What follows belongs to an exercise in optimizing a design on an open flow for small area, a short achievable clock period and few clock cycles per item; a production flow would make more cautious choices. Function was checked by simulation only, so behaviour that the tests miss may differ from the original. Power is estimated from default activity; no workload was simulated.

==> flow/design.v, too long to show whole: its modules and the start of the top module <==
// module conv_fa: 10 lines
// module conv_ha: 9 lines
// module conv_ao22: 9 lines
// module conv_aoi22: 9 lines
// module window_conv_engine: 2175 lines
module window_conv_engine #(
   parameter int PIXEL_WIDTH = 8,
   parameter int WINDOW      = 3,
   parameter int COEF_WIDTH  = 8,
   parameter int SHIFT       = 0,
   parameter int OUT_WIDTH   = 8,
   localparam int NTAPS      = WINDOW * WINDOW,
   localparam int AW         = (NTAPS > 1) ? $clog2(NTAPS) : 1
) (
   input  logic                                           clk,
   input  logic                                           rst_n,
   input  logic                                           win_valid,
   input  logic [WINDOW-1:0][WINDOW-1:0][PIXEL_WIDTH-1:0] window,
   output logic                                           win_ready,
   input  logic                                           coef_we,
   input  logic [AW-1:0]                                  coef_addr,
   input  logic [COEF_WIDTH-1:0]                          coef_data,
   output logic                                           out_valid,
   output logic [OUT_WIDTH-1:0]                           out_pixel,
   input  logic                                           out_ready
);
  // ...
==> flow/flow/run.sh <==
#!/bin/bash
# Layout flow: the standard synthesis and layout (standard.sh), unchanged except that the
# port buffers that global placement inserts on every input and output are buf_4 cells
# instead of the delay-type buffer ORFS picks by default.
set -euo pipefail
bash standard.sh synth > synth.log 2>&1
BUFFER_PORTS_ARGS="-buffer_cell sky130_fd_sc_hd__buf_4" bash standard.sh finish > layout.log 2>&1
==> flow/standard.sh <==
#!/bin/bash
# synth_recipe.tcl (not shown) runs the flow's synth.tcl, then flattens the netlist and writes it again
# the make line also repeats each setting of config.mk as NAME=value (left out here)
make -C /OpenROAD-flow-scripts/flow DESIGN_CONFIG=/design/flow/config.mk WORK_HOME=/design/flow/orfs CLKGATE_MAP_FILE= SYNTH_SCRIPT=/design/flow/synth_recipe.tcl "${@:-finish}"
==> flow/config.mk <==
export PLATFORM = sky130hd
export DESIGN_NAME = window_conv_engine
export DESIGN_NICKNAME = window_conv_engine
export VERILOG_FILES = /design/flow/design.v
export SDC_FILE = /design/flow/constraint.sdc
export NUM_CORES = 4
export LEC_CHECK = 0
export ABC_AREA = 0
export ABC_CLOCK_PERIOD_IN_PS = 2500
export CAP_MARGIN = 20
export CORE_MARGIN = 2
export CORE_UTILIZATION = 40
export SETUP_SLACK_MARGIN = 3.0
export SLEW_MARGIN = 20
export SYNTH_HIERARCHICAL = 1
export SYNTH_MINIMUM_KEEP_SIZE = 0
==> flow/constraint.sdc <==
create_clock -name core_clock -period 5.5 [get_ports {clk}]
set_input_delay 1.1000 -clock core_clock [delete_from_list [all_inputs] [get_ports {clk}]]
set_output_delay 1.1000 -clock core_clock [all_outputs]
set_load 0.01 [all_outputs]
==> impl_metrics.env, run 1 <==
export IMPL_h_tree_depth=2
export IMPL_cts_resized=115
export IMPL_synthAdderAreaFrac_pct=30.36
export IMPL_clk_share_pct=5.445
export IMPL_largest_class="multi-input combinational cells"
export IMPL_cp_num_cells=6
export IMPL_syn_to_final_growth_pct=17.93
export IMPL_grt_ovfl_total=0
export IMPL_viasPerCell=5.507
export IMPL_p_int_mw=6.441
export IMPL_placementRows=94
export IMPL_clkTransAtPathRegs_ns=0.06
export IMPL_pg_comb_mw=1.88
export IMPL_synth_area_leaders="dfxtp_1 (28%), fa_1 (28%), a22o_1 (11%), xnor2_1 (7.4%), edfxtp_1 (5.5%)"
export IMPL_synth_mux_area_share_pct=3.045
export IMPL_cts_tree="built"
export IMPL_hold_viol=0
export IMPL_syn_num_nets=2609
export IMPL_first_iter_violations=1369
export IMPL_synth_area_mm2=0.02634
export IMPL_reg_top3="st1 x144, coef_q x72, st2 x67"
export IMPL_crit_top_cell="fa_1"
export IMPL_power_frac_comb_pct=20.8
export IMPL_pwr_share_seq_pct=41.2
export IMPL_largest_reg_flops=144
export IMPL_fin_ws_ns=3.013
export IMPL_path_delay_family="adder cells"
export IMPL_port_buffers=98
export IMPL_drtPass1Iterations=5
export IMPL_status="timing/DRC/antenna clean"
export IMPL_met2_length_um=39570
export IMPL_n_all_buffers=153
export IMPL_routed_wl_um=81830
export IMPL_cts_max_path_buffers=3
export IMPL_gp_congestion=0.9626
export IMPL_wl_met3_um=4628
export IMPL_yosys_area_top_type_share_pct=27.51
export IMPL_yosysWarnings=7
export IMPL_seq_area_mm2=0.009316
export IMPL_clockPowerShare_pct=38.1
Testbench counts, summed over its fixed seeds: cycles 8,328, items 8,000.
==> run 2, diff against run 1 <==
--- a/flow/design.v
+++ b/flow/design.v
@@ -61,8 +61,6 @@
    always_ff @(posedge clk) begin
       for (int t = 0; t < 9; t++) begin
-         if (!rst_n)
-            coef_q[t] <= '0;
-         else if (coef_we && coef_addr == 4'(t))
-            coef_q[t] <= coef_data;
+         if (!rst_n || (coef_we && coef_addr == 4'(t)))
+            coef_q[t] <= coef_data & {8{rst_n}};
       end
    end
@@ -89,5 +87,5 @@
          for (int k = 0; k < 4; k++)
             for (int j = 0; j < 8; j++)
-               wx[t][k][j] = win_p[t][j] ^ e_neg[t*4+k];
+               wx[t][k][j] = win_p[t][j] ^ coef_q[t][2*k+1];
    end
    logic acc, deq;
@@ -106,5 +104,5 @@
       if (!rst_n) begin
          occ_q       <= '0;
-         win_ready_q <= 1'b1;
+         win_ready_q <= 1'b0;    
          vld_q       <= '0;
       end else begin
@@ -1185,5 +1183,5 @@
    logic [66:0] st2;
    logic [35:0] st3;
-   conv_ao22 u_q_0_0_0 (.a(e_one[0]), .b(wx[0][0][0]), .c(e_two[0]), .d(e_neg[0]), .y(q_0_0_0));
+   conv_ao22 u_q_0_0_0 (.a(e_one[0]), .b(wx[0][0][0]), .c(e_two[0]), .d(coef_q[0][1]), .y(q_0_0_0));
    conv_ao22 u_q_0_0_1 (.a(e_one[0]), .b(wx[0][0][1]), .c(e_two[0]), .d(wx[0][0][0]), .y(q_0_0_1));
    conv_ao22 u_q_0_0_2 (.a(e_one[0]), .b(wx[0][0][2]), .c(e_two[0]), .d(wx[0][0][1]), .y(q_0_0_2));
@@ -1193,6 +1191,6 @@
    conv_ao22 u_q_0_0_6 (.a(e_one[0]), .b(wx[0][0][6]), .c(e_two[0]), .d(wx[0][0][5]), .y(q_0_0_6));
    conv_ao22 u_q_0_0_7 (.a(e_one[0]), .b(wx[0][0][7]), .c(e_two[0]), .d(wx[0][0][6]), .y(q_0_0_7));
-   conv_ao22 u_q_0_0_8 (.a(e_one[0]), .b(e_neg[0]), .c(e_two[0]), .d(wx[0][0][7]), .y(q_0_0_8));
-   conv_ao22 u_q_0_1_0 (.a(e_one[1]), .b(wx[0][1][0]), .c(e_two[1]), .d(e_neg[1]), .y(q_0_1_0));
+   conv_ao22 u_q_0_0_8 (.a(e_one[0]), .b(coef_q[0][1]), .c(e_two[0]), .d(wx[0][0][7]), .y(q_0_0_8));
+   conv_ao22 u_q_0_1_0 (.a(e_one[1]), .b(wx[0][1][0]), .c(e_two[1]), .d(coef_q[0][3]), .y(q_0_1_0));
    conv_ao22 u_q_0_1_1 (.a(e_one[1]), .b(wx[0][1][1]), .c(e_two[1]), .d(wx[0][1][0]), .y(q_0_1_1));
    conv_ao22 u_q_0_1_2 (.a(e_one[1]), .b(wx[0][1][2]), .c(e_two[1]), .d(wx[0][1][1]), .y(q_0_1_2));
@@ -1202,6 +1200,6 @@
    conv_ao22 u_q_0_1_6 (.a(e_one[1]), .b(wx[0][1][6]), .c(e_two[1]), .d(wx[0][1][5]), .y(q_0_1_6));
    conv_ao22 u_q_0_1_7 (.a(e_one[1]), .b(wx[0][1][7]), .c(e_two[1]), .d(wx[0][1][6]), .y(q_0_1_7));
-   conv_ao22 u_q_0_1_8 (.a(e_one[1]), .b(e_neg[1]), .c(e_two[1]), .d(wx[0][1][7]), .y(q_0_1_8));
-   conv_ao22 u_q_0_2_0 (.a(e_one[2]), .b(wx[0][2][0]), .c(e_two[2]), .d(e_neg[2]), .y(q_0_2_0));
+   conv_ao22 u_q_0_1_8 (.a(e_one[1]), .b(coef_q[0][3]), .c(e_two[1]), .d(wx[0][1][7]), .y(q_0_1_8));
+   conv_ao22 u_q_0_2_0 (.a(e_one[2]), .b(wx[0][2][0]), .c(e_two[2]), .d(coef_q[0][5]), .y(q_0_2_0));
    conv_ao22 u_q_0_2_1 (.a(e_one[2]), .b(wx[0][2][1]), .c(e_two[2]), .d(wx[0][2][0]), .y(q_0_2_1));
    conv_ao22 u_q_0_2_2 (.a(e_one[2]), .b(wx[0][2][2]), .c(e_two[2]), .d(wx[0][2][1]), .y(q_0_2_2));
@@ -1211,6 +1209,6 @@
    conv_ao22 u_q_0_2_6 (.a(e_one[2]), .b(wx[0][2][6]), .c(e_two[2]), .d(wx[0][2][5]), .y(q_0_2_6));
    conv_ao22 u_q_0_2_7 (.a(e_one[2]), .b(wx[0][2][7]), .c(e_two[2]), .d(wx[0][2][6]), .y(q_0_2_7));
-   conv_ao22 u_q_0_2_8 (.a(e_one[2]), .b(e_neg[2]), .c(e_two[2]), .d(wx[0][2][7]), .y(q_0_2_8));
-   conv_ao22 u_q_0_3_0 (.a(e_one[3]), .b(wx[0][3][0]), .c(e_two[3]), .d(e_neg[3]), .y(q_0_3_0));
+   conv_ao22 u_q_0_2_8 (.a(e_one[2]), .b(coef_q[0][5]), .c(e_two[2]), .d(wx[0][2][7]), .y(q_0_2_8));
+   conv_ao22 u_q_0_3_0 (.a(e_one[3]), .b(wx[0][3][0]), .c(e_two[3]), .d(coef_q[0][7]), .y(q_0_3_0));
    conv_ao22 u_q_0_3_1 (.a(e_one[3]), .b(wx[0][3][1]), .c(e_two[3]), .d(wx[0][3][0]), .y(q_0_3_1));
    conv_ao22 u_q_0_3_2 (.a(e_one[3]), .b(wx[0][3][2]), .c(e_two[3]), .d(wx[0][3][1]), .y(q_0_3_2));
@@ -1220,6 +1218,6 @@
    conv_ao22 u_q_0_3_6 (.a(e_one[3]), .b(wx[0][3][6]), .c(e_two[3]), .d(wx[0][3][5]), .y(q_0_3_6));
    conv_ao22 u_q_0_3_7 (.a(e_one[3]), .b(wx[0][3][7]), .c(e_two[3]), .d(wx[0][3][6]), .y(q_0_3_7));
-   conv_ao22 u_q_0_3_8 (.a(e_one[3]), .b(e_neg[3]), .c(e_two[3]), .d(wx[0][3][7]), .y(q_0_3_8));
-   conv_ao22 u_q_1_0_0 (.a(e_one[4]), .b(wx[1][0][0]), .c(e_two[4]), .d(e_neg[4]), .y(q_1_0_0));
+   conv_ao22 u_q_0_3_8 (.a(e_one[3]), .b(coef_q[0][7]), .c(e_two[3]), .d(wx[0][3][7]), .y(q_0_3_8));
+   conv_ao22 u_q_1_0_0 (.a(e_one[4]), .b(wx[1][0][0]), .c(e_two[4]), .d(coef_q[1][1]), .y(q_1_0_0));
    conv_ao22 u_q_1_0_1 (.a(e_one[4]), .b(wx[1][0][1]), .c(e_two[4]), .d(wx[1][0][0]), .y(q_1_0_1));
    conv_ao22 u_q_1_0_2 (.a(e_one[4]), .b(wx[1][0][2]), .c(e_two[4]), .d(wx[1][0][1]), .y(q_1_0_2));
@@ -1229,6 +1227,6 @@
    conv_ao22 u_q_1_0_6 (.a(e_one[4]), .b(wx[1][0][6]), .c(e_two[4]), .d(wx[1][0][5]), .y(q_1_0_6));
    conv_ao22 u_q_1_0_7 (.a(e_one[4]), .b(wx[1][0][7]), .c(e_two[4]), .d(wx[1][0][6]), .y(q_1_0_7));
-   conv_ao22 u_q_1_0_8 (.a(e_one[4]), .b(e_neg[4]), .c(e_two[4]), .d(wx[1][0][7]), .y(q_1_0_8));
-   conv_ao22 u_q_1_1_0 (.a(e_one[5]), .b(wx[1][1][0]), .c(e_two[5]), .d(e_neg[5]), .y(q_1_1_0));
+   conv_ao22 u_q_1_0_8 (.a(e_one[4]), .b(coef_q[1][1]), .c(e_two[4]), .d(wx[1][0][7]), .y(q_1_0_8));
+   conv_ao22 u_q_1_1_0 (.a(e_one[5]), .b(wx[1][1][0]), .c(e_two[5]), .d(coef_q[1][3]), .y(q_1_1_0));
    conv_ao22 u_q_1_1_1 (.a(e_one[5]), .b(wx[1][1][1]), .c(e_two[5]), .d(wx[1][1][0]), .y(q_1_1_1));
    conv_ao22 u_q_1_1_2 (.a(e_one[5]), .b(wx[1][1][2]), .c(e_two[5]), .d(wx[1][1][1]), .y(q_1_1_2));
@@ -1238,6 +1236,6 @@
    conv_ao22 u_q_1_1_6 (.a(e_one[5]), .b(wx[1][1][6]), .c(e_two[5]), .d(wx[1][1][5]), .y(q_1_1_6));
    conv_ao22 u_q_1_1_7 (.a(e_one[5]), .b(wx[1][1][7]), .c(e_two[5]), .d(wx[1][1][6]), .y(q_1_1_7));
-   conv_ao22 u_q_1_1_8 (.a(e_one[5]), .b(e_neg[5]), .c(e_two[5]), .d(wx[1][1][7]), .y(q_1_1_8));
-   conv_ao22 u_q_1_2_0 (.a(e_one[6]), .b(wx[1][2][0]), .c(e_two[6]), .d(e_neg[6]), .y(q_1_2_0));
+   conv_ao22 u_q_1_1_8 (.a(e_one[5]), .b(coef_q[1][3]), .c(e_two[5]), .d(wx[1][1][7]), .y(q_1_1_8));
+   conv_ao22 u_q_1_2_0 (.a(e_one[6]), .b(wx[1][2][0]), .c(e_two[6]), .d(coef_q[1][5]), .y(q_1_2_0));
    conv_ao22 u_q_1_2_1 (.a(e_one[6]), .b(wx[1][2][1]), .c(e_two[6]), .d(wx[1][2][0]), .y(q_1_2_1));
    conv_ao22 u_q_1_2_2 (.a(e_one[6]), .b(wx[1][2][2]), .c(e_two[6]), .d(wx[1][2][1]), .y(q_1_2_2));
@@ -1247,6 +1245,6 @@
    conv_ao22 u_q_1_2_6 (.a(e_one[6]), .b(wx[1][2][6]), .c(e_two[6]), .d(wx[1][2][5]), .y(q_1_2_6));
    conv_ao22 u_q_1_2_7 (.a(e_one[6]), .b(wx[1][2][7]), .c(e_two[6]), .d(wx[1][2][6]), .y(q_1_2_7));
-   conv_ao22 u_q_1_2_8 (.a(e_one[6]), .b(e_neg[6]), .c(e_two[6]), .d(wx[1][2][7]), .y(q_1_2_8));
-   conv_ao22 u_q_1_3_0 (.a(e_one[7]), .b(wx[1][3][0]), .c(e_two[7]), .d(e_neg[7]), .y(q_1_3_0));
+   conv_ao22 u_q_1_2_8 (.a(e_one[6]), .b(coef_q[1][5]), .c(e_two[6]), .d(wx[1][2][7]), .y(q_1_2_8));
+   conv_ao22 u_q_1_3_0 (.a(e_one[7]), .b(wx[1][3][0]), .c(e_two[7]), .d(coef_q[1][7]), .y(q_1_3_0));
    conv_ao22 u_q_1_3_1 (.a(e_one[7]), .b(wx[1][3][1]), .c(e_two[7]), .d(wx[1][3][0]), .y(q_1_3_1));
    conv_ao22 u_q_1_3_2 (.a(e_one[7]), .b(wx[1][3][2]), .c(e_two[7]), .d(wx[1][3][1]), .y(q_1_3_2));
@@ -1256,6 +1254,6 @@
    conv_ao22 u_q_1_3_6 (.a(e_one[7]), .b(wx[1][3][6]), .c(e_two[7]), .d(wx[1][3][5]), .y(q_1_3_6));
    conv_ao22 u_q_1_3_7 (.a(e_one[7]), .b(wx[1][3][7]), .c(e_two[7]), .d(wx[1][3][6]), .y(q_1_3_7));
-   conv_ao22 u_q_1_3_8 (.a(e_one[7]), .b(e_neg[7]), .c(e_two[7]), .d(wx[1][3][7]), .y(q_1_3_8));
-   conv_ao22 u_q_2_0_0 (.a(e_one[8]), .b(wx[2][0][0]), .c(e_two[8]), .d(e_neg[8]), .y(q_2_0_0));
+   conv_ao22 u_q_1_3_8 (.a(e_one[7]), .b(coef_q[1][7]), .c(e_two[7]), .d(wx[1][3][7]), .y(q_1_3_8));
+   conv_ao22 u_q_2_0_0 (.a(e_one[8]), .b(wx[2][0][0]), .c(e_two[8]), .d(coef_q[2][1]), .y(q_2_0_0));
    conv_ao22 u_q_2_0_1 (.a(e_one[8]), .b(wx[2][0][1]), .c(e_two[8]), .d(wx[2][0][0]), .y(q_2_0_1));
    conv_ao22 u_q_2_0_2 (.a(e_one[8]), .b(wx[2][0][2]), .c(e_two[8]), .d(wx[2][0][1]), .y(q_2_0_2));
@@ -1265,6 +1263,6 @@
    conv_ao22 u_q_2_0_6 (.a(e_one[8]), .b(wx[2][0][6]), .c(e_two[8]), .d(wx[2][0][5]), .y(q_2_0_6));
    conv_ao22 u_q_2_0_7 (.a(e_one[8]), .b(wx[2][0][7]), .c(e_two[8]), .d(wx[2][0][6]), .y(q_2_0_7));
-   conv_ao22 u_q_2_0_8 (.a(e_one[8]), .b(e_neg[8]), .c(e_two[8]), .d(wx[2][0][7]), .y(q_2_0_8));
-   conv_ao22 u_q_2_1_0 (.a(e_one[9]), .b(wx[2][1][0]), .c(e_two[9]), .d(e_neg[9]), .y(q_2_1_0));
+   conv_ao22 u_q_2_0_8 (.a(e_one[8]), .b(coef_q[2][1]), .c(e_two[8]), .d(wx[2][0][7]), .y(q_2_0_8));
+   conv_ao22 u_q_2_1_0 (.a(e_one[9]), .b(wx[2][1][0]), .c(e_two[9]), .d(coef_q[2][3]), .y(q_2_1_0));
    conv_ao22 u_q_2_1_1 (.a(e_one[9]), .b(wx[2][1][1]), .c(e_two[9]), .d(wx[2][1][0]), .y(q_2_1_1));
    conv_ao22 u_q_2_1_2 (.a(e_one[9]), .b(wx[2][1][2]), .c(e_two[9]), .d(wx[2][1][1]), .y(q_2_1_2));
@@ -1274,6 +1272,6 @@
    conv_ao22 u_q_2_1_6 (.a(e_one[9]), .b(wx[2][1][6]), .c(e_two[9]), .d(wx[2][1][5]), .y(q_2_1_6));
    conv_ao22 u_q_2_1_7 (.a(e_one[9]), .b(wx[2][1][7]), .c(e_two[9]), .d(wx[2][1][6]), .y(q_2_1_7));
-   conv_ao22 u_q_2_1_8 (.a(e_one[9]), .b(e_neg[9]), .c(e_two[9]), .d(wx[2][1][7]), .y(q_2_1_8));
-   conv_ao22 u_q_2_2_0 (.a(e_one[10]), .b(wx[2][2][0]), .c(e_two[10]), .d(e_neg[10]), .y(q_2_2_0));
+   conv_ao22 u_q_2_1_8 (.a(e_one[9]), .b(coef_q[2][3]), .c(e_two[9]), .d(wx[2][1][7]), .y(q_2_1_8));
+   conv_ao22 u_q_2_2_0 (.a(e_one[10]), .b(wx[2][2][0]), .c(e_two[10]), .d(coef_q[2][5]), .y(q_2_2_0));
    conv_ao22 u_q_2_2_1 (.a(e_one[10]), .b(wx[2][2][1]), .c(e_two[10]), .d(wx[2][2][0]), .y(q_2_2_1));
    conv_ao22 u_q_2_2_2 (.a(e_one[10]), .b(wx[2][2][2]), .c(e_two[10]), .d(wx[2][2][1]), .y(q_2_2_2));
@@ -1283,6 +1281,6 @@
    conv_ao22 u_q_2_2_6 (.a(e_one[10]), .b(wx[2][2][6]), .c(e_two[10]), .d(wx[2][2][5]), .y(q_2_2_6));
    conv_ao22 u_q_2_2_7 (.a(e_one[10]), .b(wx[2][2][7]), .c(e_two[10]), .d(wx[2][2][6]), .y(q_2_2_7));
-   conv_ao22 u_q_2_2_8 (.a(e_one[10]), .b(e_neg[10]), .c(e_two[10]), .d(wx[2][2][7]), .y(q_2_2_8));
-   conv_ao22 u_q_2_3_0 (.a(e_one[11]), .b(wx[2][3][0]), .c(e_two[11]), .d(e_neg[11]), .y(q_2_3_0));
+   conv_ao22 u_q_2_2_8 (.a(e_one[10]), .b(coef_q[2][5]), .c(e_two[10]), .d(wx[2][2][7]), .y(q_2_2_8));
+   conv_ao22 u_q_2_3_0 (.a(e_one[11]), .b(wx[2][3][0]), .c(e_two[11]), .d(coef_q[2][7]), .y(q_2_3_0));
    conv_ao22 u_q_2_3_1 (.a(e_one[11]), .b(wx[2][3][1]), .c(e_two[11]), .d(wx[2][3][0]), .y(q_2_3_1));
    conv_ao22 u_q_2_3_2 (.a(e_one[11]), .b(wx[2][3][2]), .c(e_two[11]), .d(wx[2][3][1]), .y(q_2_3_2));
@@ -1292,6 +1290,6 @@
    conv_ao22 u_q_2_3_6 (.a(e_one[11]), .b(wx[2][3][6]), .c(e_two[11]), .d(wx[2][3][5]), .y(q_2_3_6));
    conv_ao22 u_q_2_3_7 (.a(e_one[11]), .b(wx[2][3][7]), .c(e_two[11]), .d(wx[2][3][6]), .y(q_2_3_7));
-   conv_ao22 u_q_2_3_8 (.a(e_one[11]), .b(e_neg[11]), .c(e_two[11]), .d(wx[2][3][7]), .y(q_2_3_8));
-   conv_ao22 u_q_3_0_0 (.a(e_one[12]), .b(wx[3][0][0]), .c(e_two[12]), .d(e_neg[12]), .y(q_3_0_0));
+   conv_ao22 u_q_2_3_8 (.a(e_one[11]), .b(coef_q[2][7]), .c(e_two[11]), .d(wx[2][3][7]), .y(q_2_3_8));
+   conv_ao22 u_q_3_0_0 (.a(e_one[12]), .b(wx[3][0][0]), .c(e_two[12]), .d(coef_q[3][1]), .y(q_3_0_0));
    conv_ao22 u_q_3_0_1 (.a(e_one[12]), .b(wx[3][0][1]), .c(e_two[12]), .d(wx[3][0][0]), .y(q_3_0_1));
    conv_ao22 u_q_3_0_2 (.a(e_one[12]), .b(wx[3][0][2]), .c(e_two[12]), .d(wx[3][0][1]), .y(q_3_0_2));
@@ -1301,6 +1299,6 @@
    conv_ao22 u_q_3_0_6 (.a(e_one[12]), .b(wx[3][0][6]), .c(e_two[12]), .d(wx[3][0][5]), .y(q_3_0_6));
    conv_ao22 u_q_3_0_7 (.a(e_one[12]), .b(wx[3][0][7]), .c(e_two[12]), .d(wx[3][0][6]), .y(q_3_0_7));
-   conv_ao22 u_q_3_0_8 (.a(e_one[12]), .b(e_neg[12]), .c(e_two[12]), .d(wx[3][0][7]), .y(q_3_0_8));
-   conv_ao22 u_q_3_1_0 (.a(e_one[13]), .b(wx[3][1][0]), .c(e_two[13]), .d(e_neg[13]), .y(q_3_1_0));
+   conv_ao22 u_q_3_0_8 (.a(e_one[12]), .b(coef_q[3][1]), .c(e_two[12]), .d(wx[3][0][7]), .y(q_3_0_8));
+   conv_ao22 u_q_3_1_0 (.a(e_one[13]), .b(wx[3][1][0]), .c(e_two[13]), .d(coef_q[3][3]), .y(q_3_1_0));
    conv_ao22 u_q_3_1_1 (.a(e_one[13]), .b(wx[3][1][1]), .c(e_two[13]), .d(wx[3][1][0]), .y(q_3_1_1));
    conv_ao22 u_q_3_1_2 (.a(e_one[13]), .b(wx[3][1][2]), .c(e_two[13]), .d(wx[3][1][1]), .y(q_3_1_2));
@@ -1310,6 +1308,6 @@
    conv_ao22 u_q_3_1_6 (.a(e_one[13]), .b(wx[3][1][6]), .c(e_two[13]), .d(wx[3][1][5]), .y(q_3_1_6));
    conv_ao22 u_q_3_1_7 (.a(e_one[13]), .b(wx[3][1][7]), .c(e_two[13]), .d(wx[3][1][6]), .y(q_3_1_7));
-   conv_ao22 u_q_3_1_8 (.a(e_one[13]), .b(e_neg[13]), .c(e_two[13]), .d(wx[3][1][7]), .y(q_3_1_8));
-   conv_ao22 u_q_3_2_0 (.a(e_one[14]), .b(wx[3][2][0]), .c(e_two[14]), .d(e_neg[14]), .y(q_3_2_0));
+   conv_ao22 u_q_3_1_8 (.a(e_one[13]), .b(coef_q[3][3]), .c(e_two[13]), .d(wx[3][1][7]), .y(q_3_1_8));
+   conv_ao22 u_q_3_2_0 (.a(e_one[14]), .b(wx[3][2][0]), .c(e_two[14]), .d(coef_q[3][5]), .y(q_3_2_0));
    conv_ao22 u_q_3_2_1 (.a(e_one[14]), .b(wx[3][2][1]), .c(e_two[14]), .d(wx[3][2][0]), .y(q_3_2_1));
    conv_ao22 u_q_3_2_2 (.a(e_one[14]), .b(wx[3][2][2]), .c(e_two[14]), .d(wx[3][2][1]), .y(q_3_2_2));
@@ -1319,6 +1317,6 @@
    conv_ao22 u_q_3_2_6 (.a(e_one[14]), .b(wx[3][2][6]), .c(e_two[14]), .d(wx[3][2][5]), .y(q_3_2_6));
    conv_ao22 u_q_3_2_7 (.a(e_one[14]), .b(wx[3][2][7]), .c(e_two[14]), .d(wx[3][2][6]), .y(q_3_2_7));
-   conv_ao22 u_q_3_2_8 (.a(e_one[14]), .b(e_neg[14]), .c(e_two[14]), .d(wx[3][2][7]), .y(q_3_2_8));
-   conv_ao22 u_q_3_3_0 (.a(e_one[15]), .b(wx[3][3][0]), .c(e_two[15]), .d(e_neg[15]), .y(q_3_3_0));
+   conv_ao22 u_q_3_2_8 (.a(e_one[14]), .b(coef_q[3][5]), .c(e_two[14]), .d(wx[3][2][7]), .y(q_3_2_8));
+   conv_ao22 u_q_3_3_0 (.a(e_one[15]), .b(wx[3][3][0]), .c(e_two[15]), .d(coef_q[3][7]), .y(q_3_3_0));
    conv_ao22 u_q_3_3_1 (.a(e_one[15]), .b(wx[3][3][1]), .c(e_two[15]), .d(wx[3][3][0]), .y(q_3_3_1));
    conv_ao22 u_q_3_3_2 (.a(e_one[15]), .b(wx[3][3][2]), .c(e_two[15]), .d(wx[3][3][1]), .y(q_3_3_2));
@@ -1328,6 +1326,6 @@
    conv_ao22 u_q_3_3_6 (.a(e_one[15]), .b(wx[3][3][6]), .c(e_two[15]), .d(wx[3][3][5]), .y(q_3_3_6));
    conv_ao22 u_q_3_3_7 (.a(e_one[15]), .b(wx[3][3][7]), .c(e_two[15]), .d(wx[3][3][6]), .y(q_3_3_7));
-   conv_ao22 u_q_3_3_8 (.a(e_one[15]), .b(e_neg[15]), .c(e_two[15]), .d(wx[3][3][7]), .y(q_3_3_8));
-   conv_ao22 u_q_4_0_0 (.a(e_one[16]), .b(wx[4][0][0]), .c(e_two[16]), .d(e_neg[16]), .y(q_4_0_0));
+   conv_ao22 u_q_3_3_8 (.a(e_one[15]), .b(coef_q[3][7]), .c(e_two[15]), .d(wx[3][3][7]), .y(q_3_3_8));
+   conv_ao22 u_q_4_0_0 (.a(e_one[16]), .b(wx[4][0][0]), .c(e_two[16]), .d(coef_q[4][1]), .y(q_4_0_0));
    conv_ao22 u_q_4_0_1 (.a(e_one[16]), .b(wx[4][0][1]), .c(e_two[16]), .d(wx[4][0][0]), .y(q_4_0_1));
    conv_ao22 u_q_4_0_2 (.a(e_one[16]), .b(wx[4][0][2]), .c(e_two[16]), .d(wx[4][0][1]), .y(q_4_0_2));
@@ -1337,6 +1335,6 @@
    conv_ao22 u_q_4_0_6 (.a(e_one[16]), .b(wx[4][0][6]), .c(e_two[16]), .d(wx[4][0][5]), .y(q_4_0_6));
    conv_ao22 u_q_4_0_7 (.a(e_one[16]), .b(wx[4][0][7]), .c(e_two[16]), .d(wx[4][0][6]), .y(q_4_0_7));
-   conv_ao22 u_q_4_0_8 (.a(e_one[16]), .b(e_neg[16]), .c(e_two[16]), .d(wx[4][0][7]), .y(q_4_0_8));
-   conv_ao22 u_q_4_1_0 (.a(e_one[17]), .b(wx[4][1][0]), .c(e_two[17]), .d(e_neg[17]), .y(q_4_1_0));
+   conv_ao22 u_q_4_0_8 (.a(e_one[16]), .b(coef_q[4][1]), .c(e_two[16]), .d(wx[4][0][7]), .y(q_4_0_8));
+   conv_ao22 u_q_4_1_0 (.a(e_one[17]), .b(wx[4][1][0]), .c(e_two[17]), .d(coef_q[4][3]), .y(q_4_1_0));
    conv_ao22 u_q_4_1_1 (.a(e_one[17]), .b(wx[4][1][1]), .c(e_two[17]), .d(wx[4][1][0]), .y(q_4_1_1));
    conv_ao22 u_q_4_1_2 (.a(e_one[17]), .b(wx[4][1][2]), .c(e_two[17]), .d(wx[4][1][1]), .y(q_4_1_2));
@@ -1346,6 +1344,6 @@
    conv_ao22 u_q_4_1_6 (.a(e_one[17]), .b(wx[4][1][6]), .c(e_two[17]), .d(wx[4][1][5]), .y(q_4_1_6));
    conv_ao22 u_q_4_1_7 (.a(e_one[17]), .b(wx[4][1][7]), .c(e_two[17]), .d(wx[4][1][6]), .y(q_4_1_7));
-   conv_ao22 u_q_4_1_8 (.a(e_one[17]), .b(e_neg[17]), .c(e_two[17]), .d(wx[4][1][7]), .y(q_4_1_8));
-   conv_ao22 u_q_4_2_0 (.a(e_one[18]), .b(wx[4][2][0]), .c(e_two[18]), .d(e_neg[18]), .y(q_4_2_0));
+   conv_ao22 u_q_4_1_8 (.a(e_one[17]), .b(coef_q[4][3]), .c(e_two[17]), .d(wx[4][1][7]), .y(q_4_1_8));
+   conv_ao22 u_q_4_2_0 (.a(e_one[18]), .b(wx[4][2][0]), .c(e_two[18]), .d(coef_q[4][5]), .y(q_4_2_0));
    conv_ao22 u_q_4_2_1 (.a(e_one[18]), .b(wx[4][2][1]), .c(e_two[18]), .d(wx[4][2][0]), .y(q_4_2_1));
    conv_ao22 u_q_4_2_2 (.a(e_one[18]), .b(wx[4][2][2]), .c(e_two[18]), .d(wx[4][2][1]), .y(q_4_2_2));
@@ -1355,6 +1353,6 @@
    conv_ao22 u_q_4_2_6 (.a(e_one[18]), .b(wx[4][2][6]), .c(e_two[18]), .d(wx[4][2][5]), .y(q_4_2_6));
    conv_ao22 u_q_4_2_7 (.a(e_one[18]), .b(wx[4][2][7]), .c(e_two[18]), .d(wx[4][2][6]), .y(q_4_2_7));
-   conv_ao22 u_q_4_2_8 (.a(e_one[18]), .b(e_neg[18]), .c(e_two[18]), .d(wx[4][2][7]), .y(q_4_2_8));
-   conv_ao22 u_q_4_3_0 (.a(e_one[19]), .b(wx[4][3][0]), .c(e_two[19]), .d(e_neg[19]), .y(q_4_3_0));
+   conv_ao22 u_q_4_2_8 (.a(e_one[18]), .b(coef_q[4][5]), .c(e_two[18]), .d(wx[4][2][7]), .y(q_4_2_8));
+   conv_ao22 u_q_4_3_0 (.a(e_one[19]), .b(wx[4][3][0]), .c(e_two[19]), .d(coef_q[4][7]), .y(q_4_3_0));
    conv_ao22 u_q_4_3_1 (.a(e_one[19]), .b(wx[4][3][1]), .c(e_two[19]), .d(wx[4][3][0]), .y(q_4_3_1));
    conv_ao22 u_q_4_3_2 (.a(e_one[19]), .b(wx[4][3][2]), .c(e_two[19]), .d(wx[4][3][1]), .y(q_4_3_2));
@@ -1364,6 +1362,6 @@
    conv_ao22 u_q_4_3_6 (.a(e_one[19]), .b(wx[4][3][6]), .c(e_two[19]), .d(wx[4][3][5]), .y(q_4_3_6));
    conv_ao22 u_q_4_3_7 (.a(e_one[19]), .b(wx[4][3][7]), .c(e_two[19]), .d(wx[4][3][6]), .y(q_4_3_7));
-   conv_ao22 u_q_4_3_8 (.a(e_one[19]), .b(e_neg[19]), .c(e_two[19]), .d(wx[4][3][7]), .y(q_4_3_8));
-   conv_ao22 u_q_5_0_0 (.a(e_one[20]), .b(wx[5][0][0]), .c(e_two[20]), .d(e_neg[20]), .y(q_5_0_0));
+   conv_ao22 u_q_4_3_8 (.a(e_one[19]), .b(coef_q[4][7]), .c(e_two[19]), .d(wx[4][3][7]), .y(q_4_3_8));
+   conv_ao22 u_q_5_0_0 (.a(e_one[20]), .b(wx[5][0][0]), .c(e_two[20]), .d(coef_q[5][1]), .y(q_5_0_0));
    conv_ao22 u_q_5_0_1 (.a(e_one[20]), .b(wx[5][0][1]), .c(e_two[20]), .d(wx[5][0][0]), .y(q_5_0_1));
    conv_ao22 u_q_5_0_2 (.a(e_one[20]), .b(wx[5][0][2]), .c(e_two[20]), .d(wx[5][0][1]), .y(q_5_0_2));
@@ -1373,6 +1371,6 @@
    conv_ao22 u_q_5_0_6 (.a(e_one[20]), .b(wx[5][0][6]), .c(e_two[20]), .d(wx[5][0][5]), .y(q_5_0_6));
    conv_ao22 u_q_5_0_7 (.a(e_one[20]), .b(wx[5][0][7]), .c(e_two[20]), .d(wx[5][0][6]), .y(q_5_0_7));
-   conv_ao22 u_q_5_0_8 (.a(e_one[20]), .b(e_neg[20]), .c(e_two[20]), .d(wx[5][0][7]), .y(q_5_0_8));
-   conv_ao22 u_q_5_1_0 (.a(e_one[21]), .b(wx[5][1][0]), .c(e_two[21]), .d(e_neg[21]), .y(q_5_1_0));
+   conv_ao22 u_q_5_0_8 (.a(e_one[20]), .b(coef_q[5][1]), .c(e_two[20]), .d(wx[5][0][7]), .y(q_5_0_8));
+   conv_ao22 u_q_5_1_0 (.a(e_one[21]), .b(wx[5][1][0]), .c(e_two[21]), .d(coef_q[5][3]), .y(q_5_1_0));
    conv_ao22 u_q_5_1_1 (.a(e_one[21]), .b(wx[5][1][1]), .c(e_two[21]), .d(wx[5][1][0]), .y(q_5_1_1));
    conv_ao22 u_q_5_1_2 (.a(e_one[21]), .b(wx[5][1][2]), .c(e_two[21]), .d(wx[5][1][1]), .y(q_5_1_2));
@@ -1382,6 +1380,6 @@
    conv_ao22 u_q_5_1_6 (.a(e_one[21]), .b(wx[5][1][6]), .c(e_two[21]), .d(wx[5][1][5]), .y(q_5_1_6));
    conv_ao22 u_q_5_1_7 (.a(e_one[21]), .b(wx[5][1][7]), .c(e_two[21]), .d(wx[5][1][6]), .y(q_5_1_7));
-   conv_ao22 u_q_5_1_8 (.a(e_one[21]), .b(e_neg[21]), .c(e_two[21]), .d(wx[5][1][7]), .y(q_5_1_8));
-   conv_ao22 u_q_5_2_0 (.a(e_one[22]), .b(wx[5][2][0]), .c(e_two[22]), .d(e_neg[22]), .y(q_5_2_0));
+   conv_ao22 u_q_5_1_8 (.a(e_one[21]), .b(coef_q[5][3]), .c(e_two[21]), .d(wx[5][1][7]), .y(q_5_1_8));
+   conv_ao22 u_q_5_2_0 (.a(e_one[22]), .b(wx[5][2][0]), .c(e_two[22]), .d(coef_q[5][5]), .y(q_5_2_0));
    conv_ao22 u_q_5_2_1 (.a(e_one[22]), .b(wx[5][2][1]), .c(e_two[22]), .d(wx[5][2][0]), .y(q_5_2_1));
    conv_ao22 u_q_5_2_2 (.a(e_one[22]), .b(wx[5][2][2]), .c(e_two[22]), .d(wx[5][2][1]), .y(q_5_2_2));
@@ -1391,6 +1389,6 @@
    conv_ao22 u_q_5_2_6 (.a(e_one[22]), .b(wx[5][2][6]), .c(e_two[22]), .d(wx[5][2][5]), .y(q_5_2_6));
    conv_ao22 u_q_5_2_7 (.a(e_one[22]), .b(wx[5][2][7]), .c(e_two[22]), .d(wx[5][2][6]), .y(q_5_2_7));
-   conv_ao22 u_q_5_2_8 (.a(e_one[22]), .b(e_neg[22]), .c(e_two[22]), .d(wx[5][2][7]), .y(q_5_2_8));
-   conv_ao22 u_q_5_3_0 (.a(e_one[23]), .b(wx[5][3][0]), .c(e_two[23]), .d(e_neg[23]), .y(q_5_3_0));
+   conv_ao22 u_q_5_2_8 (.a(e_one[22]), .b(coef_q[5][5]), .c(e_two[22]), .d(wx[5][2][7]), .y(q_5_2_8));
+   conv_ao22 u_q_5_3_0 (.a(e_one[23]), .b(wx[5][3][0]), .c(e_two[23]), .d(coef_q[5][7]), .y(q_5_3_0));
    conv_ao22 u_q_5_3_1 (.a(e_one[23]), .b(wx[5][3][1]), .c(e_two[23]), .d(wx[5][3][0]), .y(q_5_3_1));
    conv_ao22 u_q_5_3_2 (.a(e_one[23]), .b(wx[5][3][2]), .c(e_two[23]), .d(wx[5][3][1]), .y(q_5_3_2));
@@ -1400,6 +1398,6 @@
    conv_ao22 u_q_5_3_6 (.a(e_one[23]), .b(wx[5][3][6]), .c(e_two[23]), .d(wx[5][3][5]), .y(q_5_3_6));
    conv_ao22 u_q_5_3_7 (.a(e_one[23]), .b(wx[5][3][7]), .c(e_two[23]), .d(wx[5][3][6]), .y(q_5_3_7));
-   conv_ao22 u_q_5_3_8 (.a(e_one[23]), .b(e_neg[23]), .c(e_two[23]), .d(wx[5][3][7]), .y(q_5_3_8));
-   conv_ao22 u_q_6_0_0 (.a(e_one[24]), .b(wx[6][0][0]), .c(e_two[24]), .d(e_neg[24]), .y(q_6_0_0));
+   conv_ao22 u_q_5_3_8 (.a(e_one[23]), .b(coef_q[5][7]), .c(e_two[23]), .d(wx[5][3][7]), .y(q_5_3_8));
+   conv_ao22 u_q_6_0_0 (.a(e_one[24]), .b(wx[6][0][0]), .c(e_two[24]), .d(coef_q[6][1]), .y(q_6_0_0));
    conv_ao22 u_q_6_0_1 (.a(e_one[24]), .b(wx[6][0][1]), .c(e_two[24]), .d(wx[6][0][0]), .y(q_6_0_1));
    conv_ao22 u_q_6_0_2 (.a(e_one[24]), .b(wx[6][0][2]), .c(e_two[24]), .d(wx[6][0][1]), .y(q_6_0_2));
@@ -1409,6 +1407,6 @@
    conv_ao22 u_q_6_0_6 (.a(e_one[24]), .b(wx[6][0][6]), .c(e_two[24]), .d(wx[6][0][5]), .y(q_6_0_6));
    conv_ao22 u_q_6_0_7 (.a(e_one[24]), .b(wx[6][0][7]), .c(e_two[24]), .d(wx[6][0][6]), .y(q_6_0_7));
-   conv_ao22 u_q_6_0_8 (.a(e_one[24]), .b(e_neg[24]), .c(e_two[24]), .d(wx[6][0][7]), .y(q_6_0_8));
-   conv_ao22 u_q_6_1_0 (.a(e_one[25]), .b(wx[6][1][0]), .c(e_two[25]), .d(e_neg[25]), .y(q_6_1_0));
+   conv_ao22 u_q_6_0_8 (.a(e_one[24]), .b(coef_q[6][1]), .c(e_two[24]), .d(wx[6][0][7]), .y(q_6_0_8));
+   conv_ao22 u_q_6_1_0 (.a(e_one[25]), .b(wx[6][1][0]), .c(e_two[25]), .d(coef_q[6][3]), .y(q_6_1_0));
    conv_ao22 u_q_6_1_1 (.a(e_one[25]), .b(wx[6][1][1]), .c(e_two[25]), .d(wx[6][1][0]), .y(q_6_1_1));
    conv_ao22 u_q_6_1_2 (.a(e_one[25]), .b(wx[6][1][2]), .c(e_two[25]), .d(wx[6][1][1]), .y(q_6_1_2));
@@ -1418,6 +1416,6 @@
    conv_ao22 u_q_6_1_6 (.a(e_one[25]), .b(wx[6][1][6]), .c(e_two[25]), .d(wx[6][1][5]), .y(q_6_1_6));
    conv_ao22 u_q_6_1_7 (.a(e_one[25]), .b(wx[6][1][7]), .c(e_two[25]), .d(wx[6][1][6]), .y(q_6_1_7));
-   conv_ao22 u_q_6_1_8 (.a(e_one[25]), .b(e_neg[25]), .c(e_two[25]), .d(wx[6][1][7]), .y(q_6_1_8));
-   conv_ao22 u_q_6_2_0 (.a(e_one[26]), .b(wx[6][2][0]), .c(e_two[26]), .d(e_neg[26]), .y(q_6_2_0));
+   conv_ao22 u_q_6_1_8 (.a(e_one[25]), .b(coef_q[6][3]), .c(e_two[25]), .d(wx[6][1][7]), .y(q_6_1_8));
+   conv_ao22 u_q_6_2_0 (.a(e_one[26]), .b(wx[6][2][0]), .c(e_two[26]), .d(coef_q[6][5]), .y(q_6_2_0));
    conv_ao22 u_q_6_2_1 (.a(e_one[26]), .b(wx[6][2][1]), .c(e_two[26]), .d(wx[6][2][0]), .y(q_6_2_1));
    conv_ao22 u_q_6_2_2 (.a(e_one[26]), .b(wx[6][2][2]), .c(e_two[26]), .d(wx[6][2][1]), .y(q_6_2_2));
@@ -1427,6 +1425,6 @@
    conv_ao22 u_q_6_2_6 (.a(e_one[26]), .b(wx[6][2][6]), .c(e_two[26]), .d(wx[6][2][5]), .y(q_6_2_6));
    conv_ao22 u_q_6_2_7 (.a(e_one[26]), .b(wx[6][2][7]), .c(e_two[26]), .d(wx[6][2][6]), .y(q_6_2_7));
-   conv_ao22 u_q_6_2_8 (.a(e_one[26]), .b(e_neg[26]), .c(e_two[26]), .d(wx[6][2][7]), .y(q_6_2_8));
-   conv_ao22 u_q_6_3_0 (.a(e_one[27]), .b(wx[6][3][0]), .c(e_two[27]), .d(e_neg[27]), .y(q_6_3_0));
+   conv_ao22 u_q_6_2_8 (.a(e_one[26]), .b(coef_q[6][5]), .c(e_two[26]), .d(wx[6][2][7]), .y(q_6_2_8));
+   conv_ao22 u_q_6_3_0 (.a(e_one[27]), .b(wx[6][3][0]), .c(e_two[27]), .d(coef_q[6][7]), .y(q_6_3_0));
    conv_ao22 u_q_6_3_1 (.a(e_one[27]), .b(wx[6][3][1]), .c(e_two[27]), .d(wx[6][3][0]), .y(q_6_3_1));
    conv_ao22 u_q_6_3_2 (.a(e_one[27]), .b(wx[6][3][2]), .c(e_two[27]), .d(wx[6][3][1]), .y(q_6_3_2));
@@ -1436,6 +1434,6 @@
    conv_ao22 u_q_6_3_6 (.a(e_one[27]), .b(wx[6][3][6]), .c(e_two[27]), .d(wx[6][3][5]), .y(q_6_3_6));
    conv_ao22 u_q_6_3_7 (.a(e_one[27]), .b(wx[6][3][7]), .c(e_two[27]), .d(wx[6][3][6]), .y(q_6_3_7));
-   conv_ao22 u_q_6_3_8 (.a(e_one[27]), .b(e_neg[27]), .c(e_two[27]), .d(wx[6][3][7]), .y(q_6_3_8));
-   conv_ao22 u_q_7_0_0 (.a(e_one[28]), .b(wx[7][0][0]), .c(e_two[28]), .d(e_neg[28]), .y(q_7_0_0));
+   conv_ao22 u_q_6_3_8 (.a(e_one[27]), .b(coef_q[6][7]), .c(e_two[27]), .d(wx[6][3][7]), .y(q_6_3_8));
+   conv_ao22 u_q_7_0_0 (.a(e_one[28]), .b(wx[7][0][0]), .c(e_two[28]), .d(coef_q[7][1]), .y(q_7_0_0));
    conv_ao22 u_q_7_0_1 (.a(e_one[28]), .b(wx[7][0][1]), .c(e_two[28]), .d(wx[7][0][0]), .y(q_7_0_1));
    conv_ao22 u_q_7_0_2 (.a(e_one[28]), .b(wx[7][0][2]), .c(e_two[28]), .d(wx[7][0][1]), .y(q_7_0_2));
@@ -1445,6 +1443,6 @@
    conv_ao22 u_q_7_0_6 (.a(e_one[28]), .b(wx[7][0][6]), .c(e_two[28]), .d(wx[7][0][5]), .y(q_7_0_6));
    conv_ao22 u_q_7_0_7 (.a(e_one[28]), .b(wx[7][0][7]), .c(e_two[28]), .d(wx[7][0][6]), .y(q_7_0_7));
-   conv_ao22 u_q_7_0_8 (.a(e_one[28]), .b(e_neg[28]), .c(e_two[28]), .d(wx[7][0][7]), .y(q_7_0_8));
-   conv_ao22 u_q_7_1_0 (.a(e_one[29]), .b(wx[7][1][0]), .c(e_two[29]), .d(e_neg[29]), .y(q_7_1_0));
+   conv_ao22 u_q_7_0_8 (.a(e_one[28]), .b(coef_q[7][1]), .c(e_two[28]), .d(wx[7][0][7]), .y(q_7_0_8));
+   conv_ao22 u_q_7_1_0 (.a(e_one[29]), .b(wx[7][1][0]), .c(e_two[29]), .d(coef_q[7][3]), .y(q_7_1_0));
    conv_ao22 u_q_7_1_1 (.a(e_one[29]), .b(wx[7][1][1]), .c(e_two[29]), .d(wx[7][1][0]), .y(q_7_1_1));
    conv_ao22 u_q_7_1_2 (.a(e_one[29]), .b(wx[7][1][2]), .c(e_two[29]), .d(wx[7][1][1]), .y(q_7_1_2));
@@ -1454,6 +1452,6 @@
    conv_ao22 u_q_7_1_6 (.a(e_one[29]), .b(wx[7][1][6]), .c(e_two[29]), .d(wx[7][1][5]), .y(q_7_1_6));
    conv_ao22 u_q_7_1_7 (.a(e_one[29]), .b(wx[7][1][7]), .c(e_two[29]), .d(wx[7][1][6]), .y(q_7_1_7));
-   conv_ao22 u_q_7_1_8 (.a(e_one[29]), .b(e_neg[29]), .c(e_two[29]), .d(wx[7][1][7]), .y(q_7_1_8));
-   conv_ao22 u_q_7_2_0 (.a(e_one[30]), .b(wx[7][2][0]), .c(e_two[30]), .d(e_neg[30]), .y(q_7_2_0));
+   conv_ao22 u_q_7_1_8 (.a(e_one[29]), .b(coef_q[7][3]), .c(e_two[29]), .d(wx[7][1][7]), .y(q_7_1_8));
+   conv_ao22 u_q_7_2_0 (.a(e_one[30]), .b(wx[7][2][0]), .c(e_two[30]), .d(coef_q[7][5]), .y(q_7_2_0));
    conv_ao22 u_q_7_2_1 (.a(e_one[30]), .b(wx[7][2][1]), .c(e_two[30]), .d(wx[7][2][0]), .y(q_7_2_1));
    conv_ao22 u_q_7_2_2 (.a(e_one[30]), .b(wx[7][2][2]), .c(e_two[30]), .d(wx[7][2][1]), .y(q_7_2_2));
@@ -1463,6 +1461,6 @@
    conv_ao22 u_q_7_2_6 (.a(e_one[30]), .b(wx[7][2][6]), .c(e_two[30]), .d(wx[7][2][5]), .y(q_7_2_6));
    conv_ao22 u_q_7_2_7 (.a(e_one[30]), .b(wx[7][2][7]), .c(e_two[30]), .d(wx[7][2][6]), .y(q_7_2_7));
-   conv_ao22 u_q_7_2_8 (.a(e_one[30]), .b(e_neg[30]), .c(e_two[30]), .d(wx[7][2][7]), .y(q_7_2_8));
-   conv_ao22 u_q_7_3_0 (.a(e_one[31]), .b(wx[7][3][0]), .c(e_two[31]), .d(e_neg[31]), .y(q_7_3_0));
+   conv_ao22 u_q_7_2_8 (.a(e_one[30]), .b(coef_q[7][5]), .c(e_two[30]), .d(wx[7][2][7]), .y(q_7_2_8));
+   conv_ao22 u_q_7_3_0 (.a(e_one[31]), .b(wx[7][3][0]), .c(e_two[31]), .d(coef_q[7][7]), .y(q_7_3_0));
    conv_ao22 u_q_7_3_1 (.a(e_one[31]), .b(wx[7][3][1]), .c(e_two[31]), .d(wx[7][3][0]), .y(q_7_3_1));
    conv_ao22 u_q_7_3_2 (.a(e_one[31]), .b(wx[7][3][2]), .c(e_two[31]), .d(wx[7][3][1]), .y(q_7_3_2));
@@ -1472,6 +1470,6 @@
    conv_ao22 u_q_7_3_6 (.a(e_one[31]), .b(wx[7][3][6]), .c(e_two[31]), .d(wx[7][3][5]), .y(q_7_3_6));
    conv_ao22 u_q_7_3_7 (.a(e_one[31]), .b(wx[7][3][7]), .c(e_two[31]), .d(wx[7][3][6]), .y(q_7_3_7));
-   conv_ao22 u_q_7_3_8 (.a(e_one[31]), .b(e_neg[31]), .c(e_two[31]), .d(wx[7][3][7]), .y(q_7_3_8));
-   conv_ao22 u_q_8_0_0 (.a(e_one[32]), .b(wx[8][0][0]), .c(e_two[32]), .d(e_neg[32]), .y(q_8_0_0));
+   conv_ao22 u_q_7_3_8 (.a(e_one[31]), .b(coef_q[7][7]), .c(e_two[31]), .d(wx[7][3][7]), .y(q_7_3_8));
+   conv_ao22 u_q_8_0_0 (.a(e_one[32]), .b(wx[8][0][0]), .c(e_two[32]), .d(coef_q[8][1]), .y(q_8_0_0));
    conv_ao22 u_q_8_0_1 (.a(e_one[32]), .b(wx[8][0][1]), .c(e_two[32]), .d(wx[8][0][0]), .y(q_8_0_1));
    conv_ao22 u_q_8_0_2 (.a(e_one[32]), .b(wx[8][0][2]), .c(e_two[32]), .d(wx[8][0][1]), .y(q_8_0_2));
@@ -1481,6 +1479,6 @@
    conv_ao22 u_q_8_0_6 (.a(e_one[32]), .b(wx[8][0][6]), .c(e_two[32]), .d(wx[8][0][5]), .y(q_8_0_6));
    conv_ao22 u_q_8_0_7 (.a(e_one[32]), .b(wx[8][0][7]), .c(e_two[32]), .d(wx[8][0][6]), .y(q_8_0_7));
-   conv_ao22 u_q_8_0_8 (.a(e_one[32]), .b(e_neg[32]), .c(e_two[32]), .d(wx[8][0][7]), .y(q_8_0_8));
-   conv_ao22 u_q_8_1_0 (.a(e_one[33]), .b(wx[8][1][0]), .c(e_two[33]), .d(e_neg[33]), .y(q_8_1_0));
+   conv_ao22 u_q_8_0_8 (.a(e_one[32]), .b(coef_q[8][1]), .c(e_two[32]), .d(wx[8][0][7]), .y(q_8_0_8));
+   conv_ao22 u_q_8_1_0 (.a(e_one[33]), .b(wx[8][1][0]), .c(e_two[33]), .d(coef_q[8][3]), .y(q_8_1_0));
    conv_ao22 u_q_8_1_1 (.a(e_one[33]), .b(wx[8][1][1]), .c(e_two[33]), .d(wx[8][1][0]), .y(q_8_1_1));
    conv_ao22 u_q_8_1_2 (.a(e_one[33]), .b(wx[8][1][2]), .c(e_two[33]), .d(wx[8][1][1]), .y(q_8_1_2));
@@ -1490,6 +1488,6 @@
    conv_ao22 u_q_8_1_6 (.a(e_one[33]), .b(wx[8][1][6]), .c(e_two[33]), .d(wx[8][1][5]), .y(q_8_1_6));
    conv_ao22 u_q_8_1_7 (.a(e_one[33]), .b(wx[8][1][7]), .c(e_two[33]), .d(wx[8][1][6]), .y(q_8_1_7));
-   conv_ao22 u_q_8_1_8 (.a(e_one[33]), .b(e_neg[33]), .c(e_two[33]), .d(wx[8][1][7]), .y(q_8_1_8));
-   conv_ao22 u_q_8_2_0 (.a(e_one[34]), .b(wx[8][2][0]), .c(e_two[34]), .d(e_neg[34]), .y(q_8_2_0));
+   conv_ao22 u_q_8_1_8 (.a(e_one[33]), .b(coef_q[8][3]), .c(e_two[33]), .d(wx[8][1][7]), .y(q_8_1_8));
+   conv_ao22 u_q_8_2_0 (.a(e_one[34]), .b(wx[8][2][0]), .c(e_two[34]), .d(coef_q[8][5]), .y(q_8_2_0));
    conv_ao22 u_q_8_2_1 (.a(e_one[34]), .b(wx[8][2][1]), .c(e_two[34]), .d(wx[8][2][0]), .y(q_8_2_1));
    conv_ao22 u_q_8_2_2 (.a(e_one[34]), .b(wx[8][2][2]), .c(e_two[34]), .d(wx[8][2][1]), .y(q_8_2_2));
@@ -1499,6 +1497,6 @@
    conv_ao22 u_q_8_2_6 (.a(e_one[34]), .b(wx[8][2][6]), .c(e_two[34]), .d(wx[8][2][5]), .y(q_8_2_6));
    conv_ao22 u_q_8_2_7 (.a(e_one[34]), .b(wx[8][2][7]), .c(e_two[34]), .d(wx[8][2][6]), .y(q_8_2_7));
-   conv_ao22 u_q_8_2_8 (.a(e_one[34]), .b(e_neg[34]), .c(e_two[34]), .d(wx[8][2][7]), .y(q_8_2_8));
-   conv_ao22 u_q_8_3_0 (.a(e_one[35]), .b(wx[8][3][0]), .c(e_two[35]), .d(e_neg[35]), .y(q_8_3_0));
+   conv_ao22 u_q_8_2_8 (.a(e_one[34]), .b(coef_q[8][5]), .c(e_two[34]), .d(wx[8][2][7]), .y(q_8_2_8));
+   conv_ao22 u_q_8_3_0 (.a(e_one[35]), .b(wx[8][3][0]), .c(e_two[35]), .d(coef_q[8][7]), .y(q_8_3_0));
    conv_ao22 u_q_8_3_1 (.a(e_one[35]), .b(wx[8][3][1]), .c(e_two[35]), .d(wx[8][3][0]), .y(q_8_3_1));
    conv_ao22 u_q_8_3_2 (.a(e_one[35]), .b(wx[8][3][2]), .c(e_two[35]), .d(wx[8][3][1]), .y(q_8_3_2));
@@ -1508,5 +1506,5 @@
    conv_ao22 u_q_8_3_6 (.a(e_one[35]), .b(wx[8][3][6]), .c(e_two[35]), .d(wx[8][3][5]), .y(q_8_3_6));
    conv_ao22 u_q_8_3_7 (.a(e_one[35]), .b(wx[8][3][7]), .c(e_two[35]), .d(wx[8][3][6]), .y(q_8_3_7));
-   conv_ao22 u_q_8_3_8 (.a(e_one[35]), .b(e_neg[35]), .c(e_two[35]), .d(wx[8][3][7]), .y(q_8_3_8));
+   conv_ao22 u_q_8_3_8 (.a(e_one[35]), .b(coef_q[8][7]), .c(e_two[35]), .d(wx[8][3][7]), .y(q_8_3_8));
    conv_fa u_s1 (.a(q_0_0_0), .b(q_1_0_0), .c(q_2_0_0), .s(s1), .co(c2));
    conv_fa u_s3 (.a(q_3_0_0), .b(q_4_0_0), .c(q_5_0_0), .s(s3), .co(c4));
--- a/flow/config.mk
+++ b/flow/config.mk
@@ -10,6 +10,8 @@
 export CAP_MARGIN = 20
 export CORE_MARGIN = 2
-export CORE_UTILIZATION = 40
-export SETUP_SLACK_MARGIN = 3.0
+export CORE_UTILIZATION = 55
+export CTS_BUF_LIST = sky130_fd_sc_hd__clkbuf_4 sky130_fd_sc_hd__clkbuf_8
+export CTS_CLUSTER_SIZE = 40
+export SETUP_SLACK_MARGIN = 3.2
 export SLEW_MARGIN = 20
 export SYNTH_HIERARCHICAL = 1
==> run 2 against run 1 <==
Non-clock buffer count rose by 79. Setup slack improved by 0.070 ns. Sequential cell count did not move. Sequential share of layout area rose by 1.1 points. Power rose by 110%. Global-route usage rose by 9.1 points. Critical path depth fell by 1. Cell area rose by 3.2%. Clock skew rose by 0.0088 ns. Cell count fell by 9.5%.
==> impl_metrics.env, run 2 <==
export IMPL_async_flop_share_pct=5.093
export IMPL_cp_arrival_ns=2.95
export IMPL_grt_pass1_vias=17420
export IMPL_endpoint_kind="flip-flop"
export IMPL_skew_ns=0.03655
export IMPL_pin_count=99
export IMPL_clkTransAtPathRegs_ns=0.06
export IMPL_reg2reg_slack_ns=3.08
export IMPL_grt_pass1_wl_um=112300
export IMPL_drive_gt1_share_pct=33.63
export IMPL_seq_area_mm2=0.009965
export IMPL_synth_area_leaders="fa_1 (28%), dfxtp_1 (22%), edfxtp_1 (14%), a22o_1 (11%), xor2_1 (9.9%)"
export IMPL_layout_common_cells="a22o_1 (316), dfxtp_1 (288), xor2_1 (230)"
export IMPL_placementRows=79
export IMPL_first_iter_violations=1740
export IMPL_syn_num_nets=2418
export IMPL_die_area_mm2=0.04871
export IMPL_setup_viol=0
export IMPL_regMostFlops="st1"
export IMPL_rsz0062_at_grt="true"
export IMPL_yosys_area_top_type_share_pct=28.06
export IMPL_finalCritPeriodShare_pct=43.95
export IMPL_slew_headroom_pct=22.46
export IMPL_die_x_um=220.7
export IMPL_synth_distinct_cells=59
export IMPL_crit_end="st1[24]"
export IMPL_dp_hpwl_um=61950
export IMPL_final_area_mm2=0.03207
export IMPL_grt_util_all_layers_pct=33.23
export IMPL_final_common_cell="a22o_1"
export IMPL_cp_num_cells=5
export IMPL_n_fill_cell=3260
export IMPL_reg2reg_from="coef_q[49]"
export IMPL_ctsHoldBuffers=0
export IMPL_period_needed_ns=2.417
export IMPL_reg_top3="st1 x144, coef_q x72, st2 x67"
export IMPL_initial_core_util_pct=55.59
export IMPL_drtAntennaViolNets=0
export IMPL_yosys_cell_count_top_type="fa_1"
export IMPL_ys_flop_type="dfxtp_1"
export IMPL_crit_top_cell="fa_2"
export IMPL_h_tree_depth=3
export IMPL_hold_viol=0
export IMPL_fmax_mhz=413.7
export IMPL_die_height_um=220.7
export IMPL_crit_path_cell_trace="buf_4, ha_4, a22o_1, fa_2, fa_2"
export IMPL_cts_root_buf="clkbuf_8"
export IMPL_cp_max_fo=9
export IMPL_startpoint="coef_q[49]"
export IMPL_rr_endpoint="st1[24]"
export IMPL_p_per_area_mw_per_mm2=595.8
export IMPL_gp_congestion=0.9585
export IMPL_static_leakage_power_nw=12.84
export IMPL_cts_sink_count=432
export IMPL_worst_r2r_path_depth=5
export IMPL_post_drt_wl_per_cell_um=27.97
export IMPL_routed_wl_um=79430
export IMPL_synth_area_mm2=0.02583
export IMPL_clk_latency_ns=0.68
export IMPL_ir_drop_mv=0.5370
export IMPL_status="timing/DRC/antenna clean"
export IMPL_worst_slew_pin_slew_ns=1.155
export IMPL_ys_seq_area_share_pct=38.57
export IMPL_grt_antenna_before_repair=0
export IMPL_crit_slowest_cell="fa_2"
export IMPL_viasPerCell=5.945
export IMPL_coreArea_mm2=0.04646
export IMPL_maxCapViolations=0
export IMPL_cp_num_buf_inv=1
export IMPL_hold_class="reg2reg"
export IMPL_largest_reg_flops=144
export IMPL_critical_path_class="reg2reg"
export IMPL_cts_buffers=75
export IMPL_path_delay_family="adder cells"
export IMPL_syn_to_final_growth_pct=24.19
export IMPL_drc=0
export IMPL_yosysTopAreaCell="fa_1"
export IMPL_vias=16880
export IMPL_grt_ovfl_total=0
export IMPL_fin_tns_setup_ns=0
export IMPL_fin_nets=2682
export IMPL_num_antenna_cells=0
export IMPL_drtPass1Iterations=6
export IMPL_multiInputGateArea_mm2=0.01738
export IMPL_max_stage_delay_ns=0.62
export IMPL_worstPathRequired_ns=6.03
export IMPL_placed_cell_area_mm2=0.02804
export IMPL_synth_cells=1907
export IMPL_startpoint_type="flip-flop"
export IMPL_yosysWarnings=7
export IMPL_cts_max_path_buffers=3
export IMPL_avgSynthCellArea_um2=13.54
export IMPL_synth_seq_cells=432
export IMPL_synth_edf_count=120
export IMPL_cts_tree="built"
export IMPL_yosys_top_cells_count="fa_1 (362), a22o_1 (324), xor2_1 (293), dfxtp_1 (290), edfxtp_1 (120)"
export IMPL_grt_start_max_net_pins=40
export IMPL_port_buffers=98
export IMPL_slew_violations=0
==> run 2: what timing repair did <==
| item | in CTS | in global routing |
|---|---|---|
| buffers inserted | 114 | 16 |
| pin swaps | 92 | 84 |
| gates cloned | 3 | 6 |
| endpoints found under the setup margin | 184 | 104 |
| resized for setup | 183 | 69 |
==> run 2: kinds of logic (layout without fill, tap and decap cells) <==
| family | Yosys count | in the layout | synth area share [%] |
|---|---|---|---|
| DFF | 432 | 432 | 38.57 |
| adders and majority gates | 422 | 422 | 30.97 |
| muxes | 7 | 7 | 0.3004 |
| buffers and inverters | 110 | 430 | 1.604 |
| and+or+nand+nor | 201 | 201 | 4.511 |
| AOI/OAI and AO/OA | 434 | 440 | 13.84 |
| xor gates and xnor gates | 301 | 301 | 10.21 |
==> run 2: Yosys stat by module, one instance, submodules excluded <==
| module | cell area [um2] | flops+latches | copies in the design | cells |
|---|---|---|---|---|
| conv_fa | 20.02 | 0 | 360 | 1 |
| conv_ha | 12.51 | 0 | 8 | 1 |
| window_conv_engine | 15680 | 432 | 1 | 1215 |
| conv_ao22 | 8.758 | 0 | 324 | 1 |
==> run 2: layout make-up <==
class                           instances  share of cell area, %
Inverter                               59                 0.7061
Sequential cell                       432                  31.07
Clock buffer                          108                  4.225
Tap cell                              607                  2.368
Clock inverter                         31                  1.342
Multi-Input combinational cell       1371                  54.19
Timing Repair Buffer                  232                  6.101
==> run 2: routing by layer <==
metal,wire length [um],GRT usage (%),vias to the layer above,share of wire [%]
met3,6478,9.361,157,8.2
met5,0,0,-,0
met4,3453,13.16,0,4.3
li1,-,-,7291,-
met2,37500,53.18,728,47
met1,32000,43.07,8708,40
==> run 2: how the worst min path moves through the flow <==
stage / slack (ns) / endpoint / from / cells past startpoint
floorplan: 0.31 / st2[0] / st1[0] / 0
global placement: 0.31 / st3[35] / st2[66] / 0
detailed placement: 0.31 / st3[1] / st2[1] / 0
CTS: 0.33 / st3[0] / st2[0] / 0
global route: 0.34 / st3[0] / st2[0] / 0
finish: 0.33 / st3[0] / st2[0] / 0
==> run 2: power breakdown <==
part / internal [mW] / switching [mW]
logic: 4.58 / 5.39
registers: 4.74 / 0.963
clock network: 2.04 / 1.40
==> run 2: per-stage QoR <==
| stage | setup slack [ns] | hold slack (ns) | power [mW] | util (%) | instances |
|---|---|---|---|---|---|
| 2_1_floorplan | 2.793 | 0.3096 | 11.01 | - | 1907 |
| 4_1_cts | 3.030 | 0.3282 | 18.92 | 67.90 | 2818 |
| 6_report | 3.083 | 0.3282 | 19.11 | 69.04 | 2840 |
| 3_5_place_dp | 2.398 | 0.3121 | 15.00 | 60.36 | 2562 |
| 3_3_place_gp | 2.425 | 0.3105 | 14.73 | 60.36 | 2562 |
| 5_1_grt | 3.040 | 0.3366 | 20.34 | 69.04 | 2840 |
Testbench counts of run 2, summed over its fixed seeds: cycles 8,328, items 8,000.

what the ideal ports hide:
How much do the figures lean on ideal ports? The routed layouts below were timed once more, with nothing changed but the port constraints.
Step 1, drivers: a clkbuf_16 drives clk and a buf_2 each remaining input, both assumed.
Step 2 times the ports against the registers' clock, not the clock port: input delays grow and output delays shrink by t, the midpoint of the rising clock arrivals with the driver on.
a / b / c = ideal / step 1 / step 2; a / b = the first two.
run | shift t [ns] | slack for setup (ns) | clock arrival spread, ns | worst register clock-pin slew, ns | cell pins on the clock port's net
run 1 | 0.659 | 3.013 / 3.013 / 2.548 | 0.029 / 0.029 | 0.06 / 0.06 | 1
run 2 | 0.720 | 3.083 / 3.083 / 2.537 | 0.039 / 0.039 | 0.08 / 0.08 | 1
After both steps every run listed still meets setup and hold. For run 2, which loses most, drivers alone change the setup slack by 0.000 ns; drivers and shift together by -0.546 ns.
